This design comes from an exercise in tuning for small area, a short achievable clock period and few clock cycles on the open sky130 flow, not from production work. Function was checked by simulation only, so behaviour that the tests miss may differ from the original. Power is estimated from default activity; no workload was simulated.

File: design/flow/design.v
`timescale 1ns/100ps
module cacheTop
(
    input  logic                          clk,
    input  logic                          rst,
    input  logic                          cpuReqValid,
    input  logic                          cpuReqWrite,
    input  logic [10-1:0]      cpuReqAddr,
    input  logic [8-1:0]      cpuReqByte,
    output logic                          cpuRespValid,
    output logic                          cpuRespHit,
    output logic [32-1:0]      cpuRespWord,
    output logic                          cpuCredit,
    output logic                          memReqValid,
    output logic                          memReqWrite,
    output logic [6-1:0] memReqLineAddr,
    output logic [128-1:0]      memReqLine,
    input  logic                          memRespValid,
    input  logic [128-1:0]      memRespLine,
    input  logic                          memCredit
);
    logic [3:0]   valid;
    logic [3:0]   dirty;
    logic [4:0]   tags  [4];
    logic [127:0] lines [4];
    logic [1:0]   lruVictim;       
    logic         stIdle;          
    logic         stLate;          
    logic         stWb;            
    logic         stRdIssue;       
    logic         stRd;            
    logic         idle;
    logic         reqWrite;        
    logic [9:0]   reqAddr;
    assign idle = stIdle;
    logic [4:0]  inTag;
    logic        inSet;
    logic [3:0]  mruSlot;          
    logic [3:0]  match;            
    logic [3:0]  victimSlot;       
    logic        hitMru, hitLru, hitWay1, victimDirty;
    logic [4:0]  victimTag;
    assign inTag  = cpuReqAddr[9:5];
    assign inSet  = cpuReqAddr[4];
    always_comb begin
        victimTag = '0;
        for (int i = 0; i < 4; i++) begin
            mruSlot[i]    = (lruVictim[i / 2] != i[0]);
            match[i]      = valid[i] && (inSet == i[1]) && (tags[i] == inTag);
            victimSlot[i] = (inSet == i[1]) && !mruSlot[i];
            victimTag     = victimTag | ({5{victimSlot[i]}} & tags[i]);
        end
    end
    logic [4:0] mruTag [2];
    logic [1:0] mruValid, mruEq;
    always_comb begin
        for (int t = 0; t < 2; t++) begin
            mruTag[t]   = lruVictim[t] ? tags[2 * t]  : tags[2 * t + 1];
            mruValid[t] = lruVictim[t] ? valid[2 * t] : valid[2 * t + 1];
            mruEq[t]    = mruValid[t] && (mruTag[t] == inTag);
        end
    end
    assign hitMru      = inSet ? mruEq[1] : mruEq[0];
    assign hitLru      = |(match & ~mruSlot);
    assign hitWay1     = match[1] || match[3];
    assign victimDirty = |(victimSlot & valid & dirty);
    logic newReq, hitNow, lateNow, missNow, fillNow;
    assign newReq  = idle && cpuReqValid;
    assign hitNow  = newReq && hitMru;
    assign lateNow = newReq && hitLru;
    assign missNow = newReq && !hitMru && !hitLru;
    assign fillNow = stRd && memRespValid;
    logic [3:0]  wordDec;          
    logic [3:0]  lateSlot;         
    logic [3:0]  lateWordDec;      
    logic [3:0]  missWordDec;      
    logic [15:0] rdSel;
    logic [3:0]  missSel;
    always_comb begin
        cpuRespWord = '0;
        for (int w = 0; w < 4; w++) begin
            wordDec[w]     = (cpuReqAddr[3:2] == w);
            missWordDec[w] = (reqAddr[3:2] == w);
            missSel[w]     = stRd && missWordDec[w];
            cpuRespWord    = cpuRespWord | ({32{missSel[w]}} & memRespLine[(3 - w) * 32 +: 32]);
        end
        for (int i = 0; i < 4; i++) begin
            for (int w = 0; w < 4; w++) begin
                rdSel[i * 4 + w] = (idle && mruSlot[i] && (inSet == i[1]) && wordDec[w]) ||
                                   (lateSlot[i] && lateWordDec[w]);
                cpuRespWord = cpuRespWord | ({32{rdSel[i * 4 + w]}} & lines[i][(3 - w) * 32 +: 32]);
            end
        end
    end
    always_ff @(posedge clk) begin
        lateSlot    <= {4{lateNow}} & match;
        lateWordDec <= wordDec;
    end
    assign cpuRespValid = hitNow || stLate || fillNow;
    assign cpuCredit    = cpuRespValid;
    assign cpuRespHit   = !stRd;
    always_comb begin
        memReqLine = '0;
        for (int i = 0; i < 4; i++) begin
            memReqLine = memReqLine | ({128{victimSlot[i]}} & lines[i]);
        end
    end
    assign memReqValid    = missNow || stRdIssue;
    assign memReqWrite    = idle && victimDirty;
    assign memReqLineAddr = !idle       ? reqAddr[9:4] :
                            victimDirty ? {victimTag, inSet} : cpuReqAddr[9:4];
    always_ff @(posedge clk) begin
        if (rst) begin
            stIdle    <= 1'b1;
            stLate    <= 1'b0;
            stWb      <= 1'b0;
            stRdIssue <= 1'b0;
            stRd      <= 1'b0;
        end else begin
            stLate <= lateNow;
            if (lateNow || missNow) begin
                stIdle <= 1'b0;
            end
            if (stLate || fillNow) begin
                stIdle <= 1'b1;
            end
            if (missNow) begin
                stWb <= victimDirty;
                stRd <= !victimDirty;
            end
            if (stWb && memCredit) begin
                stWb      <= 1'b0;
                stRdIssue <= 1'b1;
            end
            if (stRdIssue) begin
                stRdIssue <= 1'b0;
                stRd      <= 1'b1;
            end
            if (fillNow) begin
                stRd <= 1'b0;
            end
        end
    end
    always_ff @(posedge clk) begin
        if (idle) begin
            reqWrite <= cpuReqWrite;
            reqAddr  <= cpuReqAddr;
        end
    end
    logic [3:0] fillSlot;          
    logic [3:0] wrSlot;            
    always_comb begin
        for (int i = 0; i < 4; i++) begin
            fillSlot[i] = fillNow && (reqAddr[4] == i[1]) && !mruSlot[i];
            wrSlot[i]   = newReq && cpuReqWrite && (match[i] || (missNow && victimSlot[i]));
        end
    end
    always_ff @(posedge clk) begin
        for (int s = 0; s < 2; s++) begin
            if (rst) begin
                lruVictim[s] <= 1'b0;
            end else if ((lateNow && inSet == s) || (fillNow && reqAddr[4] == s)) begin
                lruVictim[s] <= !lruVictim[s];
            end
        end
    end
    always_ff @(posedge clk) begin
        for (int i = 0; i < 4; i++) begin
            if (rst) begin
                valid[i] <= 1'b0;
            end else if (fillSlot[i]) begin
                valid[i] <= 1'b1;
            end
            if (fillSlot[i]) begin
                dirty[i] <= reqWrite;
                tags[i]  <= reqAddr[9:5];
            end else if (newReq && cpuReqWrite && match[i]) begin
                dirty[i] <= 1'b1;
            end
        end
    end
    logic [127:0] newLine;
    logic [15:0]  laneHit;       
    logic [15:0]  laneMem;       
    always_comb begin
        for (int k = 0; k < 16; k++) begin
            laneHit[k] = (cpuReqAddr[3:0] == k);
            laneMem[k] = !(reqWrite && (reqAddr[3:0] == k));
            newLine[(15 - k) * 8 +: 8] = stRd ? memRespLine[(15 - k) * 8 +: 8] : cpuReqByte;
        end
    end
    always_ff @(posedge clk) begin
        for (int i = 0; i < 4; i++) begin
            for (int k = 0; k < 16; k++) begin
                if ((fillSlot[i] && laneMem[k]) || (wrSlot[i] && laneHit[k])) begin
                    lines[i][(15 - k) * 8 +: 8] <= newLine[(15 - k) * 8 +: 8];
                end
            end
        end
    end
endmodule
File: design/flow/flow/run.sh
#!/bin/bash
# The standard layout, with each port buffered by the smallest buffer
# (the resizer upsizes the ones that timing needs) instead of ORFS's default
# choice of buffer cell.
set -euo pipefail
export BUFFER_PORTS_ARGS="-buffer_cell sky130_fd_sc_hd__buf_1"
bash standard.sh > standard.log 2>&1
File: design/flow/standard.sh
#!/bin/bash
# synth_recipe.tcl (not shown) runs the flow's synth.tcl, then flattens the netlist and writes it again
# the make line also repeats each setting of config.mk as NAME=value (left out here)
make -C /OpenROAD-flow-scripts/flow DESIGN_CONFIG=/design/flow/config.mk WORK_HOME=/design/flow/orfs CLKGATE_MAP_FILE= SYNTH_SCRIPT=/design/flow/synth_recipe.tcl "${@:-finish}"
File: design/flow/config.mk
export PLATFORM = sky130hd
export DESIGN_NAME = cacheTop
export DESIGN_NICKNAME = cacheTop
export VERILOG_FILES = /design/flow/design.v
export SDC_FILE = /design/flow/constraint.sdc
export NUM_CORES = 4
export LEC_CHECK = 0
export ABC_AREA = 1
export CAP_MARGIN = 20
export CORE_MARGIN = 2
export CORE_UTILIZATION = 40
export CTS_CLUSTER_DIAMETER = 70
export CTS_CLUSTER_SIZE = 30
export SETUP_SLACK_MARGIN = 1.5
export SLEW_MARGIN = 20
export TNS_END_PERCENT = 10
File: design/flow/constraint.sdc
create_clock -name core_clock -period 5.0 [get_ports {clk}]
set_input_delay 1.0000 -clock core_clock [delete_from_list [all_inputs] [get_ports {clk}]]
set_output_delay 1.0000 -clock core_clock [all_outputs]
set_load 0.01 [all_outputs]
==> impl_metrics.py, run 1 <==
metrics = {
    "worst_setup_path": {
        "critical_path_required_ns": 4.00,
        "rr_worst_depth": 5,
        "cp_slowest_stage_delay_ns": 0.46,
        "crit_fanout": 46,
        "slowest_stage": "buf_6",
        "r2r_setup_slack_ns": 1.79,
        "cp_num_buf_inv": 5,
        "crit-reg2reg-capture": "lines[2][66]",
        "path_cells": "buf_12, buf_8, clkinvlp_4, nand2_4, buf_6, o2111ai_1, buf_1",
        "critical_path_class": "in2out",
        "worstPathArrival_ns": 2.65,
        "r2r-start": "stRd",
        "end_kind": "output port",
        "start_kind": "input pin",
        "worst_path_dominant_cell_family": "buffers and inverters",
    },
    "clock_tree": {
        "cts_max_path_buffers": 3,
        "cts_tree": "done",
        "root_buffer": "clkbuf_16",
        "cts_max_level": 2,
        "clk_latency_ns": 0.63,
        "cts_buffers": 35,
        "clock_sinks": 566,
        "cts.reportedPaths.clkPinSlew_ns": 0.07,
    },
    "sta": {
        "fmax_mhz": 274.2,
        "rsz0062_at_grt": "true",
        "post-route-period-util": 0.7293,
        "fin_crit_ns": 3.647,
        "final_max_slew_viol_count": 0,
        "fin_skew_ns": 0.06262,
        "holdWs_ns": 0.4554,
        "worstMarginPinSlew_ns": 1.020,
        "worst_slew_margin_rel": 0.3191,
        "hold_viol": 0,
        "setup_viol": 0,
        "finalSetupTns_ns": 0,
    },
    "finish": {
        "drive_gt1_frac": 0.1065,
        "final_util": 0.4810,
        "final_cell_mix": "nand2_1, edfxtp_1, buf_1",
        "stdcell_count": 4315,
        "final_common_cell": "nand2_1",
        "syn2layout_area_growth_pct": 18.73,
        "fin_nets": 3508,
    },
    "worst_hold_path": {
        "hold_path_startpoint": "stLate",
        "hold_end": "stIdle",
        "whs_path_depth": 2,
        "hold_path_class": "reg2reg",
    },
    "grt": {
        "overflow": 0,
        "grt_usage": 0.3263,
        "antenna_found_initial": 12,
        "grt_pass1_vias": 23600,
        "grt_pass1_wl_um": 165500,
        "grt_max_degree": 104,
    },
    "die": {
        "start_util": 0.4051,
        "die_w_um": 268.0,
        "ioPinCount": 323,
        "row_count": 96,
        "coreArea_mm2": 0.06883,
        "die-area_mm2": 0.07183,
        "dieHeight_um": 268.0,
    },
    "synthesis": {
        "yosys_warnings": 4,
        "synth_edf_count": 547,
        "ys.flop_type": "edfxtp_1",
        "syn-cell-area_mm2": 0.02788,
        "synthCells": 2992,
        "synth_seq_cells": 566,
        "synth_fp_nets": 3144,
        "yosysUniqueCellTypes": 42,
        "synthArstFlopShare": 0,
        "syn_avg_cell_area_um2": 9.319,
        "yosysSeqAreaShare": 0.6027,
    },
    "run": {
        "maxCapViolCount": 0,
    },
    "pwr": {
        "power.leakage_uw": 0.01244,
        "total_power_uw": 11040,
        "ir_worst_vdd_v": 0.0002439,
        "powerDensity_mw_per_mm2": 333.4,
    },
    "route": {
        "routed_via_density": 5.966,
        "num_vias": 25750,
        "dr.pass1.iters": 6,
        "avgRoutedWirePerCell_um": 28.20,
        "final_antenna_net_count": 0,
        "drcViolationCount": 0,
        "wl_um": 121700,
        "drt-initial-drc-count": 3701,
    },
    "place": {
        "dp_hpwl_um": 77700,
        "placed_cells": 4167,
        "port_buffers": 322,
        "place_congestion": 0.9150,
    },
    "outcome": {
        "status": "finished clean",
    },
}
per-stage QoR:
step           instance area [um2]  setup WS [ns]
2_1_floorplan                27880          1.836
3_3_place_gp                 30330         0.5671
3_5_place_dp                 30330         0.5430
4_1_cts                      32460          1.392
5_1_grt                      33100          1.362
6_report                     33100          1.353
cell type report:
| type | count | area, um2 |
|---|---|---|
| diodes | 4 | 10.01 |
| clock buffers | 39 | 890.9 |
| clock inverters | 22 | 275.3 |
| fillers | 6484 | 35720 |
| inverters | 269 | 1110 |
| multi-input cells | 2013 | 9874 |
| flip-flops and latches | 566 | 16810 |
| well taps | 931 | 1165 |
| repair buffers | 470 | 2955 |
| repair inverters | 1 | 8.758 |
repair_timing:
item / CTS / global route
cloned: 3 / 5
buffers inserted: 51 / 24
pin swaps: 23 / 19
resized for setup: 120 / 65
setup endpoints to repair: 170 / 81
hold buffers: 0 / 0
per-layer routing:
metal	vias up	share of wire	track usage
li1	11040	-	-
met1	12280	0.36	0.4202
met2	1957	0.43	0.4967
met3	456	0.13	0.09099
met4	18	0.072	0.1828
met5	-	0.0010	0
synthesized netlist by cell type, types with 7 or more instances:
master     count  share of area
buf_1         19         0.0026
nor2_2         7         0.0016
o22ai_2       12         0.0054
buf_6          7         0.0028
nor2_1       128          0.017
dfxtp_1       19          0.014
a221oi_1      28         0.0088
nor3_1        35         0.0063
inv_1        246          0.033
nand2_2       10         0.0022
a22o_1        13         0.0041
o21ai_0      112          0.020
edfxtp_1     547           0.59
nand2_4        8         0.0032
inv_2         21         0.0028
nand3_1      124          0.022
o211ai_1      15         0.0040
nor4_1         7         0.0016
o2111ai_1     84          0.026
clkbuf_1      64         0.0086
nand2_1     1207           0.16
nand4_1       61          0.014
nand3_2        7         0.0025
a211oi_1      13         0.0035
buf_2         51         0.0092
o22ai_1       70          0.016
a21oi_1       48         0.0086
cells by family after synthesis:
kind of cell	Yosys count	share of synthesized area
AND/OR/NAND/NOR	1598	0.2346
XOR/XNOR	1	0.0003142
flip-flops	566	0.6027
AO/OA/AOI/OAI	413	0.1018
buffers and inverters	414	0.06053
registers in the layout (all words and copies together) (netlist names), 2 cells and up:
| name | count |
|---|---|
| lines | 512 |
| tags | 20 |
| reqAddr | 10 |
| dirty | 4 |
| lateSlot | 4 |
| lateWordDec | 4 |
| valid | 4 |
| lruVictim | 2 |
power by group:
part	internal (uW)	total [uW]	switching, uW
sequential	5510	5620	106
combinational	589	2220	1630
clock	1400	3200	1800
total	7500	11000	3540
worst reg2reg max path, stage by stage (launching register included):
cell,delay (ns)
dfxtp_4,0.50
inv_2,0.21
buf_4,0.57
buf_4,0.52
nand2_1,0.70
o21ai_0,0.48
worst max-delay path by stage:
stage	from	to	slack (ns)	cells after the start
after floorplan	cpuReqAddr[4]	cpuRespWord[3]	1.84	9
after global routing	cpuReqAddr[4]	cpuRespWord[10]	1.36	10
after CTS	lruVictim[0]	cpuRespWord[19]	1.39	10
after detailed placement	cpuReqAddr[4]	cpuRespWord[19]	0.54	10
after global placement	cpuReqAddr[4]	cpuRespWord[19]	0.57	10
final	cpuReqAddr[4]	memReqLine[42]	1.35	7
Testbench counts, summed over its fixed seeds: cycles 43,346.
==> run 2: changes to the inputs <==
--- a/design/flow/config.mk
+++ b/design/flow/config.mk
@@ -13,3 +13,3 @@
 export CTS_CLUSTER_SIZE = 30
-export SETUP_SLACK_MARGIN = 1.5
+export SETUP_SLACK_MARGIN = 1.4
 export SLEW_MARGIN = 20
==> impl_metrics.py, run 2 <==
metrics = {
    "outcome": {
        "status": "finished clean",
    },
    "clock_tree": {
        "cts_tree": "done",
        "cts_buffers": 35,
        "cts_max_level": 2,
        "clk_latency_ns": 0.63,
        "clock_sinks": 566,
        "root_buffer": "clkbuf_16",
        "cts_max_path_buffers": 3,
        "cts.reportedPaths.clkPinSlew_ns": 0.07,
    },
    "finish": {
        "final_cell_mix": "nand2_1, edfxtp_1, buf_1",
        "num-fill-cells": 6554,
        "multi_input_area_mm2": 0.009777,
        "drive_gt1_frac": 0.09467,
        "stdcell_count": 4293,
        "seq_area_mm2": 0.01681,
        "regMostFlops": "lines",
        "largest_reg_flops": 512,
        "fin_nets": 3487,
        "reg_top3": "lines x512, tags x20, reqAddr x10",
        "final_common_cell": "nand2_1",
        "syn2layout_area_growth_pct": 17.52,
    },
    "synthesis": {
        "synthCells": 2992,
        "synth_area_leaders": "edfxtp_1, nand2_1, inv_1",
        "synth_edf_count": 547,
        "synth_top_area_cell": "edfxtp_1",
        "yosysUniqueCellTypes": 42,
        "syn-cell-area_mm2": 0.02788,
        "syn_avg_cell_area_um2": 9.319,
        "synthArstFlopShare": 0,
        "ys.flop_type": "edfxtp_1",
        "synth_fp_nets": 3144,
        "yosys_warnings": 4,
        "synth_seq_cells": 566,
        "yosys.area.top_type_share": 0.5891,
        "synth.most_common_cell": "nand2_1",
        "ys_top_cells_by_count": "nand2_1, edfxtp_1, inv_1, nor2_1, nand3_1",
        "yosysSeqAreaShare": 0.6027,
    },
    "route": {
        "drt-initial-drc-count": 3715,
        "avgRoutedWirePerCell_um": 28.22,
        "dr.pass1.iters": 8,
        "num_vias": 25580,
        "routed_via_density": 5.959,
        "drcViolationCount": 0,
        "wl_um": 121100,
        "final_antenna_net_count": 0,
    },
    "pwr": {
        "power.leakage_uw": 0.01228,
        "powerDensity_mw_per_mm2": 335.9,
        "clkPwrFrac": 0.291,
        "p_sw_uw": 3525,
        "total_power_uw": 11010,
        "ir_worst_vdd_v": 0.0002462,
        "internal_power_uw": 7481,
        "switching_share": 0.3203,
        "p_seq_frac": 0.510,
        "power_frac_comb": 0.199,
    },
    "die": {
        "ioPinCount": 323,
        "start_util": 0.4051,
        "row_count": 96,
        "die-area_mm2": 0.07183,
        "coreArea_mm2": 0.06883,
        "die_w_um": 268.0,
        "dieHeight_um": 268.0,
    },
    "sta": {
        "holdWs_ns": 0.4595,
        "fin_skew_ns": 0.06127,
        "fin_crit_ns": 3.714,
        "hold_viol": 0,
        "worst_slew_margin_rel": 0.3361,
        "finalSetupTns_ns": 0,
        "fmax_mhz": 269.2,
        "worstMarginPinSlew_ns": 0.9947,
        "post-route-period-util": 0.7429,
        "final_max_slew_viol_count": 0,
        "rsz0062_at_grt": "true",
        "setup_viol": 0,
    },
    "worst_setup_path": {
        "worstPathArrival_ns": 2.71,
        "crit_fanout": 7,
        "start_kind": "input pin",
        "critical_path_class": "in2out",
        "r2r_setup_slack_ns": 1.81,
        "rr_worst_depth": 5,
        "critical_path_required_ns": 4.00,
        "end_kind": "output port",
    },
    "run": {
        "maxCapViolCount": 0,
    },
    "place": {
        "place_congestion": 0.9150,
        "port_buffers": 322,
        "dp_hpwl_um": 77700,
        "placed_cells": 4167,
    },
    "grt": {
        "grt_usage": 0.3264,
        "antenna_found_initial": 9,
        "grt_max_degree": 104,
        "overflow": 0,
        "grt_pass1_wl_um": 165400,
        "grt_pass1_vias": 23530,
    },
    "worst_hold_path": {
        "hold_path_class": "reg2reg",
        "whs_path_depth": 2,
    },
}
==> run 2: cell types whose count changed in the layout (fill, tap and decap cells not counted), sizes merged <==
cell and delta:
clkinv +1, diode -1, buf -16, inv -3, bufinv +1, clkbuf -4
==> run 2: path summary, 6_finish.rpt <==
kind,startpoint,endpoint
worst max-delay path,cpuReqAddr[2],cpuRespWord[10]
worst min-delay path,stLate,stIdle
worst max register to register,stRd,lines[3][66]
worst min register to register,stLate,stIdle
==> run 2: cell type report <==
class,count,area share
diodes,3,0.0002291
clock buffers,39,0.02719
clock inverters,22,0.008400
inverters,269,0.03452
multi-input cells,2013,0.2984
flip-flops and latches,566,0.5131
well taps,931,0.03555
repair buffers,450,0.08263
==> run 2: kinds of logic after synthesis <==
logic type | count (synthesis) | share of synthesized area
compound gates | 413 | 0.1018
xor+xnor | 1 | 0.0003142
buf+inv | 414 | 0.06053
flops | 566 | 0.6027
simple gates | 1598 | 0.2346
==> run 2: power groups by stage <==
stage	combinational (uW)	clock, uW	sequential, uW
floorplan	1050	0	5670
finish	2190	3200	5610
global route	2290	3360	5630
global placement	1970	0	5710
CTS	2060	3200	5610
detailed placement	1970	0	5720
==> run 2: through the flow <==
stage	instance area (um2)	utilization	setup WS (ns)
6_report	32770	0.4761	1.286
5_1_grt	32760	0.4760	1.292
4_1_cts	32360	0.4702	1.374
3_5_place_dp	30330	0.4407	0.5430
3_3_place_gp	30330	0.4407	0.5671
2_1_floorplan	27880	-	1.836
==> run 2: repair_timing <==
| item | 4_1_cts | 5_1_grt |
|---|---|---|
| cloned | 3 | 2 |
| hold buffers | 0 | 0 |
| setup buffers | 48 | 9 |
| pin swaps | 21 | 14 |
| endpoints found under the setup margin | 169 | 49 |
| gates resized for setup | 94 | 63 |
==> run 2: worst max-delay path: stages <==
cell	delay, ns
clkbuf_4	0.16
nand2_1	0.13
buf_8	0.18
o22ai_4	0.09
buf_12	0.16
clkbuf_16	0.20
a221oi_1	0.35
nand3_1	0.25
clkbuf_2	0.19
==> run 2: per-layer routing <==
layer,track usage,routed length [um],up-vias
met3,0.09713,16230,396
li1,-,-,11000
met1,0.4178,44090,12200
met2,0.4959,52860,1971
met5,0,80,-
met4,0.1813,7879,14

-- what the ideal ports hide --
The results above use ideal ports. As a check the final layouts listed here were re-extracted and re-timed, cells and wires unchanged.
Step 1 sets driving cells, clkbuf_16 on the clock port and buf_2 on the other inputs (assumed; they add their load-dependent delay and slew).
Step 2 moves the port delays by t, midway between the first and last clock arrival at a register: inputs arrive t later, outputs are due t later. That takes back most of the time a late clock gives input paths.
Three values: ideal, step 1, step 2; two values: the first two.
run	t, ns	setup slack, ns	clock arrival spread, ns	worst register clock-pin slew, ns	worst data-port slew with drivers (ns)
run 1	0.663	1.353 / 1.291 / 1.291	0.063 / 0.063	0.11 / 0.11	0.13
run 2	0.667	1.286 / 1.221 / 1.221	0.061 / 0.061	0.11 / 0.11	0.15
After both steps setup and hold are still met in every run listed. The setup slack of run 2, which loses most, moves by -0.065 ns with the drivers and by -0.065 ns with both steps.
